From an optimization exercise on the open Yosys and OpenROAD flow, aimed at small area; shortcuts taken in it are not production practice.
In this exercise RTL edits were held to simulation tests only and were not proved equivalent to the original.
No activity file was given, so power comes from the tool's default toggle rates.

Setup of try-delta:
## neuron_frame_loader
module neuron_frame_loader #(
    parameter int   size_word    = neuron_frame_loader_pkg::size_word,
    parameter int   number_image = neuron_frame_loader_pkg::number_image,
    localparam int  CNT_W        = $clog2(number_image)
) (
    input  logic                              clk,
    input  logic                              rst,
    input  logic                              in_valid,
    output logic                              in_ready,
    input  logic [size_word-1:0]              in_pixel,
    input  logic                              in_weight,
    input  logic                              in_sof,
    output logic [size_word*number_image-1:0] Image,
    output logic [number_image-1:0]           Weight,
    output logic                              frame_valid,
    input  logic                              frame_ready,
    output logic [CNT_W-1:0]                  beat_count,
    output logic                              frame_drop
);
    localparam logic [CNT_W-1:0] LAST_IDX = CNT_W'(number_image - 1);
    neuron_frame_loader_pkg::load_state_t state;
    logic             load_q;    
    logic             shift;     
    logic             hold;      
    logic [CNT_W-1:0] idx;
    assign in_ready    = (state == neuron_frame_loader_pkg::LOAD);
    assign frame_valid = (state == neuron_frame_loader_pkg::FULL);
    assign shift = in_valid && load_q;
    assign hold  = !in_valid || (state == neuron_frame_loader_pkg::FULL);
    assign idx   = in_sof ? '0 : beat_count;
    always_ff @(posedge clk) begin
        Image  <= ({size_word*number_image{shift}} & {in_pixel, Image[size_word*number_image-1:size_word]})
                | ({size_word*number_image{hold}}  & Image);
        Weight <= ({number_image{shift}} & {Weight[number_image-2:0], in_weight})
  ...
==> flow/config.mk <==
export PLATFORM = sky130hd
export DESIGN_NAME = neuron_frame_loader
export DESIGN_NICKNAME = neuron_frame_loader
export VERILOG_FILES = /design/flow/design.v
export SDC_FILE = /design/flow/constraint.sdc
export NUM_CORES = 4
export LEC_CHECK = 0
export CAP_MARGIN = 20
export CORE_AREA = 5 5 245 245
export DIE_AREA = 0 0 250 250
export SLEW_MARGIN = 20
==> flow/constraint.sdc <==
create_clock -name core_clock -period 5.0 [get_ports {clk}]
set_input_delay 1.0000 -clock core_clock [delete_from_list [all_inputs] [get_ports {clk}]]
set_output_delay 1.0000 -clock core_clock [all_outputs]
set_load 0.01 [all_outputs]
standard.sh (not shown) runs the stock make flow with config.mk's settings and CLKGATE_MAP_FILE= SYNTH_SCRIPT=/design/flow/synth_recipe.tcl, a recipe that flattens the netlist after the stock synthesis.
==> flow/flow/run.sh <==
#!/bin/bash
# Standard ORFS layout (the standard.sh, unchanged synthesis) with these changes:
#  - port buffers use the smallest buffer cell (buf_1);
#  - IO pins may sit one routing track apart, so the smaller die still holds all ports;
#  - CTS clusters about 18 sinks per clkbuf_8 leaf buffer, with no dummy loads.
set -euo pipefail
export BUFFER_PORTS_ARGS="-buffer_cell sky130_fd_sc_hd__buf_1"
export PLACE_PINS_ARGS="-min_distance 1 -min_distance_in_tracks"
export CTS_ARGS="-sink_clustering_enable -repair_clock_nets -dont_use_dummy_load -sink_clustering_size 18 -sink_clustering_max_diameter 50 -buf_list {sky130_fd_sc_hd__clkbuf_8}"
bash standard.sh finish > flow_make.log 2>&1
The inputs of try-onyx differ from those of try-delta as listed below.
- CORE_AREA: 5 5 245 245 -> 5 5 335 335
- DIE_AREA: 0 0 250 250 -> 0 0 340 340
==> flow/flow/run.sh <==
#!/bin/bash
# Standard ORFS layout with two changes: port buffers use the smallest buffer
# cell, and CTS uses smaller clock buffers without dummy loads.
set -euo pipefail
export BUFFER_PORTS_ARGS="-buffer_cell sky130_fd_sc_hd__buf_1"
export CTS_ARGS="-sink_clustering_enable -repair_clock_nets -dont_use_dummy_load -buf_list {sky130_fd_sc_hd__clkbuf_4 sky130_fd_sc_hd__clkbuf_8}"
bash standard.sh finish > flow_make.log 2>&1
--- outcome ---
Compare try-delta and try-onyx | number of diodes lower: try-onyx. try-onyx against try-delta: met2 wirelength from detailed routing saw an increase; power saw an increase; number of nets in the synthesized netlist saw little to no change. Summary of the comparison: cell count is higher in try-onyx, relative to try-delta. The vertical die dimension reported for try-onyx is greater than that of try-delta by 90 um. [try-onyx] final worst-path cycle share rose 1.4 points relative to try-delta. Going from try-delta to try-onyx, the length in cells of the worst reg-to-reg path was found to have gone down by 1. dfxtp_1 as the slowest library cell on the worst path was reported by try-onyx, and buf_4 by try-delta. Per the comparison of try-onyx with try-delta, number of cells after detailed placement climbed 660, post-route core utilization dropped 30 points.
Here is what was changed in the inputs of try-harbor compared with try-onyx.
- swapping 0 0 340 340 for 0 0 250 250 in DIE_AREA
- swapping 5 5 335 335 for 5 5 245 245 in CORE_AREA
==> flow/flow/run.sh <==
#!/bin/bash
# Standard ORFS layout (the standard.sh, unchanged synthesis) with these changes:
#  - port buffers use the smallest buffer cell (buf_1);
#  - IO pins may sit one routing track apart, so the smaller die still holds all ports;
#  - CTS clusters about 19 sinks per clkbuf_8 leaf buffer, with no dummy loads.
set -euo pipefail
export BUFFER_PORTS_ARGS="-buffer_cell sky130_fd_sc_hd__buf_1"
export PLACE_PINS_ARGS="-min_distance 1 -min_distance_in_tracks"
export CTS_ARGS="-sink_clustering_enable -repair_clock_nets -dont_use_dummy_load -sink_clustering_size 19 -sink_clustering_max_diameter 70 -buf_list {sky130_fd_sc_hd__clkbuf_8}"
bash standard.sh finish > flow_make.log 2>&1
### Flow results
- try-onyx finished end to end and its layout was clean on timing, DRC and antenna.
- Every stage of the flow completed for try-harbor, and the final layout passed the timing, design-rule and antenna checks.
- Changes observed in try-harbor relative to try-onyx: routed wire length now smaller; wire length of the first global-routing pass now smaller.
- Diff try-onyx -> try-harbor | number of global-route vias before repair | up slightly
- Of the two values seen for highest routing layer actually used, met4 was produced by try-onyx and met5 by try-harbor.
- Compared to try-onyx, try-harbor has global-route usage 14 points higher.
- Between try-onyx and try-harbor, register share of the cell area increased.
- try-harbor: data-path buffer share of cell area in the final layout 0.51 points above try-onyx
- Of try-harbor and try-onyx, it is try-harbor that has the higher peak fanout along the critical path.
- try-harbor vs try-onyx, termination of the worst setup path: Image[823]$_DFF_P_ vs in_ready
- Run comparison: try-onyx critical path start-end classification reg2out; try-harbor critical path start-end classification reg2reg
- NOTE: power after layout in try-harbor falls short of that of try-onyx

-- port drivers added, routing unchanged --
Ports are ideal in the flow. The routed layouts listed here were re-timed in OpenROAD.
Step 1 (the two cells are an assumption about what drives the block):
set clk [get_ports {clk}]
set_driving_cell -lib_cell sky130_fd_sc_hd__clkbuf_16 $clk
set_driving_cell -lib_cell sky130_fd_sc_hd__buf_2 [delete_from_list [all_inputs] $clk]
Step 2 times the ports against the registers' clock, not the clock port: input delays grow and output delays shrink by t, the midpoint of the rising clock arrivals with the driver on.
Three values: no drivers, after step 1, after step 2; two values: the first two.
| run | t (ns) | setup slack, ns | worst setup path at the end | clock arrival spread, ns | worst slew at a driven data input, ns |
|---|---|---|---|---|---|
| try-delta | 0.719 | 2.410 / 2.413 / 1.727 | input to register | 0.062 / 0.062 | 0.12 |
| try-onyx | 0.833 | 2.338 / 2.272 / 1.900 | input to register | 0.098 / 0.097 | 0.11 |
| try-harbor | 0.724 | 2.423 / 2.423 / 1.752 | input to register | 0.052 / 0.052 | 0.13 |
After both steps every run listed still meets setup and hold. For try-delta, which loses most, drivers alone change the setup slack by +0.003 ns; drivers and shift together by -0.683 ns.
